From an optimization exercise on the open Yosys and OpenROAD flow, aimed at small area, a short achievable clock period and few clock cycles; shortcuts taken in it are not production practice. At most, simulation tests tie the RTL to the original design; equivalence was not proved. No activity file was given, so power comes from the tool's default toggle rates.

==> flow/design.v (excerpt) <==
module servo_bus_status_frame_parser_core (
    input  logic                            i_clk,
    input  logic                            i_rst_n,
    input  logic                            i_cfg_we,
    input  logic [sbsp_pkg::CFG_IDX_W-1:0]  i_cfg_idx,
    input  logic [sbsp_pkg::CFG_DATA_W-1:0] i_cfg_data,
    input  logic                            i_rx_valid,
    output logic                            o_rx_ready,
    input  logic [sbsp_pkg::BYTE_W-1:0]     i_rx_byte,
    output logic                            o_res_valid,
    input  logic                            i_res_ready,
    output logic [1:0]                      o_res_status,
    output logic [sbsp_pkg::BYTE_W-1:0]     o_res_servo_id,
    output logic [sbsp_pkg::BYTE_W-1:0]     o_res_error_byte,
    output logic                            o_res_data_valid,
    output logic [sbsp_pkg::BYTE_W-1:0]     o_res_data_byte,
    output logic [sbsp_pkg::PAR_W-1:0]      o_res_data_index,
    output logic                            o_res_last
);
Size: about 1900 cells after synthesis, roughly 26000 um2 of cells after synthesis.
Settings: LEC_CHECK=0, CAP_MARGIN=20, CORE_MARGIN=2, CORE_UTILIZATION=40, CTS_CLUSTER_DIAMETER=100, CTS_CLUSTER_SIZE=24, PLACE_DENSITY=0.6, SETUP_SLACK_MARGIN=3.0, SLEW_MARGIN=20; clock period 5.0 ns.
standard.sh (not shown) runs the stock make flow with config.mk's settings and CLKGATE_MAP_FILE= SYNTH_SCRIPT=/design/flow/synth_recipe.tcl, a recipe that flattens the netlist after the stock synthesis.
==> flow/flow/run.sh <==
#!/bin/bash
# The standard layout, with the port buffers made from buf_2 cells instead of the
# slower cells buffer_ports picks by itself. Each tool's full output goes to its own log.
set -euo pipefail
bash standard.sh BUFFER_PORTS_ARGS="-buffer_cell sky130_fd_sc_hd__buf_2" finish > standard_flow.log 2>&1
The first run finished with timing, DRC and antenna clean.
Edit:
--- a/flow/design.v
+++ b/flow/design.v
@@ -428,32 +428,44 @@
         else             r_occ <= r_occ + {5'd0, buf_we} - {5'd0, r_rd};
     end
     logic          e0, e1;    
     logic          w0, w1;    
     logic          hit1;      
     logic          lim_small;
     logic          q_ok;
     logic          b_ok;
-    logic [QW+1:0] q_need;
-    assign hit1      = ({1'b0, r_sc} + 9'd1) >= {1'b0, r_scan_limit};
+    logic r_near;
+    always_ff @(posedge i_clk) begin
+        if (!i_rst_n) r_near <= 1'b1;
+        else          r_near <= i_cfg_we || (({1'b0, r_sc} + 9'd2) >= {1'b0, r_scan_limit});
+    end
+    assign hit1      = r_near;
     assign lim_small = (r_scan_limit <= 8'd1) || i_cfg_we;
     assign e0        = acc && (r_ph_c || (r_ph_e && r_lbad) || (r_ph_h && hit));
     assign w0        = buf_we;
     always_comb begin
         if (acc) begin
             e1 = (r_ph_p && r_cz) || (r_ph_e && !r_lbad && r_l2) || r_ph_l || (r_ph_h && hit1);
             w1 = (r_ph_p && !r_cz) || (r_ph_e && !r_lbad && !r_l2);
         end else begin
             e1 = r_ph_c || (r_ph_e && r_lbad) || (r_ph_h && hit);
             w1 = r_ph_p;
         end
     end
     logic [QW:0] q_cnt;
     assign q_cnt  = r_qn + {{QW{1'b0}}, r_pushd};
-    assign q_need = {1'b0, q_cnt} + (lim_small ? (QW+2)'(2) : (QW+2)'(e0) + (QW+2)'(e1));
-    assign q_ok   = q_need <= (QW+2)'(QD) + (QW+2)'(pop);
-    assign b_ok   = ({1'b0, r_occ} + 7'(w0) + 7'(w1)) <= 7'(MAX_PARAMS);
+    logic q_le1, q_le2;       
+    assign q_le1 = (q_cnt <= (QW+1)'(QD - 1)) || pop;
+    assign q_le2 = (q_cnt <= (QW+1)'(QD - 2)) || (pop && q_cnt <= (QW+1)'(QD - 1));
+    always_comb begin
+        if (lim_small || (e0 && e1)) q_ok = q_le2;
+        else if (e0 || e1)           q_ok = q_le1;
+        else                         q_ok = 1'b1;
+        if (w0 && w1)                b_ok = (r_occ <= 6'd46);
+        else if (w0 || w1)           b_ok = (r_occ <= 6'd47);
+        else                         b_ok = 1'b1;
+    end
     always_ff @(posedge i_clk) begin
         if (!i_rst_n) r_rdy <= 1'b0;
         else          r_rdy <= q_ok && b_ok;
     end
 endmodule
=> The changed run finished with timing, DRC and antenna clean; power came out lower by a few percent; wire length came out lower by a few percent; utilization came out lower by 0.63 points; via count came out lower by a few percent; clock power came out lower slightly; cell count came out lower by a few percent; maximum frequency came out higher by well over a third; synthesized area came out lower slightly; sequential share of layout area came out higher by 1.9 points; setup slack improves by 1.8 ns; first-iteration DRC count came out lower slightly; global-route usage came out lower by 0.21 points; synthesized cell count came out lower by a few percent.
Testbench counts after the change, summed over its fixed seeds: cycles 43,305.
The RTL of the first run of this note was laid out without a check of its function.

========
== pepper ==
servo_bus_status_frame_parser_core, a different RTL version from the one above (not shown whole).
clock: 5.0 ns
lec_check: 0
cap_margin: 20
core_margin: 2
core_utilization: 40
cts_cluster_diameter: 100
cts_cluster_size: 24
place_density: 0.6
setup_slack_margin: 3.0
slew_margin: 20
Scripts as last shown in full above: flow/flow/run.sh
--- input diff pepper..willow ---
--- a/flow/design.v
+++ b/flow/design.v
@@ -329,85 +329,87 @@
     logic              r_ov;
     logic [1:0]        r_ost;
     logic [BYTE_W-1:0] r_oid;
     logic [BYTE_W-1:0] r_oer;
     logic              r_odv;
     logic [BYTE_W-1:0] r_obyte;
     logic [PAR_W-1:0]  r_oidx;
     logic              r_olast;
-    logic [PAR_W-1:0]  r_rk;                 
+    logic              r_first;              
+    logic [PAR_W-1:0]  nidx;                 
     logic              r_rd;
     logic              r_hl;                 
     logic              r_hdv;                
     logic              ld;
     logic              qne;
     logic              take;
     logic              rd;
     logic [QW-1:0]     qh1;
     assign ld   = !r_ov || i_res_ready;
     assign qne  = (r_qn != '0);
     assign take = ld && qne;
     assign pop  = take && r_hl;
     assign rd   = take && r_hdv;
     assign qh1  = r_qh + 1'b1;
+    assign nidx = r_first ? '0 : r_oidx + 6'd1;
     logic dv_h, dv_h1, s_h, s_h1;
     assign dv_h  = (q_st[r_qh] == ST_OK) && !(q_lix[r_qh][5] && q_lix[r_qh][4]);
     assign dv_h1 = (q_st[qh1] == ST_OK) && !(q_lix[qh1][5] && q_lix[qh1][4]);
     assign s_h   = !dv_h  || (q_lix[r_qh] == '0);
     assign s_h1  = !dv_h1 || (q_lix[qh1] == '0);
     logic [QW:0] qn_pop, qn_keep;
     assign qn_pop  = r_pushd ? r_qn : r_qn - 1'b1;
     assign qn_keep = r_pushd ? r_qn + 1'b1 : r_qn;
     always_ff @(posedge i_clk) begin
         if (!i_rst_n) begin
             r_ov    <= 1'b0;
             r_qh    <= '0;
             r_qt    <= '0;
             r_qn    <= '0;
             r_pushd <= 1'b0;
-            r_rk    <= '0;
+            r_first <= 1'b1;
             r_rh    <= 6'd1;
             r_rl    <= 8'd1;
             r_rd    <= 1'b0;
         end else begin
             if (ld) r_ov <= qne;
             if (push) r_qt <= r_qt + 1'b1;
             if (pop)  r_qh <= qh1;
             r_pushd <= push;
             r_qn    <= pop ? qn_pop : qn_keep;
-            if (take) r_rk <= r_hl ? '0 : r_rk + 6'd1;
+            if (take) r_first <= r_hl;
             if (rd) begin
                 r_rl <= {r_rl[6:0], r_rl[7]};
                 if (r_rl[7]) r_rh <= {r_rh[4:0], r_rh[5]};
             end
             r_rd <= rd;
         end
     end
     always_ff @(posedge i_clk) begin
         if (!qne) begin
             r_hl  <= s_h;
             r_hdv <= dv_h;
         end else if (take) begin
             if (r_hl) begin
                 r_hl  <= s_h1;
                 r_hdv <= dv_h1;
             end else begin
-                r_hl  <= (r_rk + 6'd1) == q_lix[r_qh];
+                r_hl  <= (nidx + 6'd1) == q_lix[r_qh];
             end
         end
     end
     always_ff @(posedge i_clk) begin
         if (ld) begin
             r_ost   <= q_st[r_qh];
             r_oid   <= q_id[r_qh];
             r_oer   <= q_er[r_qh];
             r_odv   <= r_hdv;
             r_obyte <= r_hdv ? buf_rdata : '0;
-            r_oidx  <= r_hdv ? r_rk : '0;
+            r_oidx  <= r_hdv ? nidx : '0;
             r_olast <= r_hl;
         end
     end
     assign o_res_valid      = r_ov;
     assign o_res_status     = r_ost;
     assign o_res_servo_id   = r_oid;
     assign o_res_error_byte = r_oer;
     assign o_res_data_valid = r_odv;
Any difference in parity-gate share of the synthesized area counting xor and xnor cells between pepper and willow is small enough to ignore.
willow vs pepper — number of violations reported at the end of detailed-routing iteration 0 climbed by a few percent
Looking at share of the clock period used by the worst path after layout across willow and pepper, the one that comes out lower is pepper.
willow vs. pepper: flip-flop and latch power moved down; area enclosed by the die boundary moved down; utilization moved up; share of the synthesized area in compound gates (AO/OA/AOI/OAI) moved down.
No functional check of the RTL was part of any run of this note.

-- static timing again, ports no longer ideal --
In the flow no input, the clock included, has a driving cell. The finished layouts below were timed again as built, in two steps. Step 1: set_driving_cell puts a clkbuf_16 on i_clk and a buf_2 on each other input, an assumption about the parent block. Step 2 times the ports against the registers' clock, not the clock port: input delays grow and output delays shrink by t, the midpoint of the rising clock arrivals with the driver on. Slacks: ideal ports / drivers / drivers and shift; pairs: ideal ports / drivers.
run | t, ns | setup WS [ns] | hold WS [ns] | worst setup path after step 2 | slew at the worst register clock pin (ns)
the first run of note 1 | 0.678 | 1.059 / 1.059 / 1.059 | 0.467 / 0.467 / 0.467 | register to register | 0.11 / 0.11
the second run of note 1 | 0.679 | 2.839 / 2.774 / 2.295 | 0.460 / 0.460 / 0.460 | input to register | 0.10 / 0.10
pepper | 0.677 | 2.741 / 2.680 / 2.624 | 0.470 / 0.433 / 0.474 | input to register | 0.11 / 0.11
willow | 0.676 | 2.725 / 2.691 / 2.441 | 0.469 / 0.433 / 0.469 | input to register | 0.10 / 0.10
After both steps setup and hold are still met in every run listed. The setup slack of the second run of note 1, which loses most, moves by -0.065 ns with the drivers and by -0.544 ns with both steps.
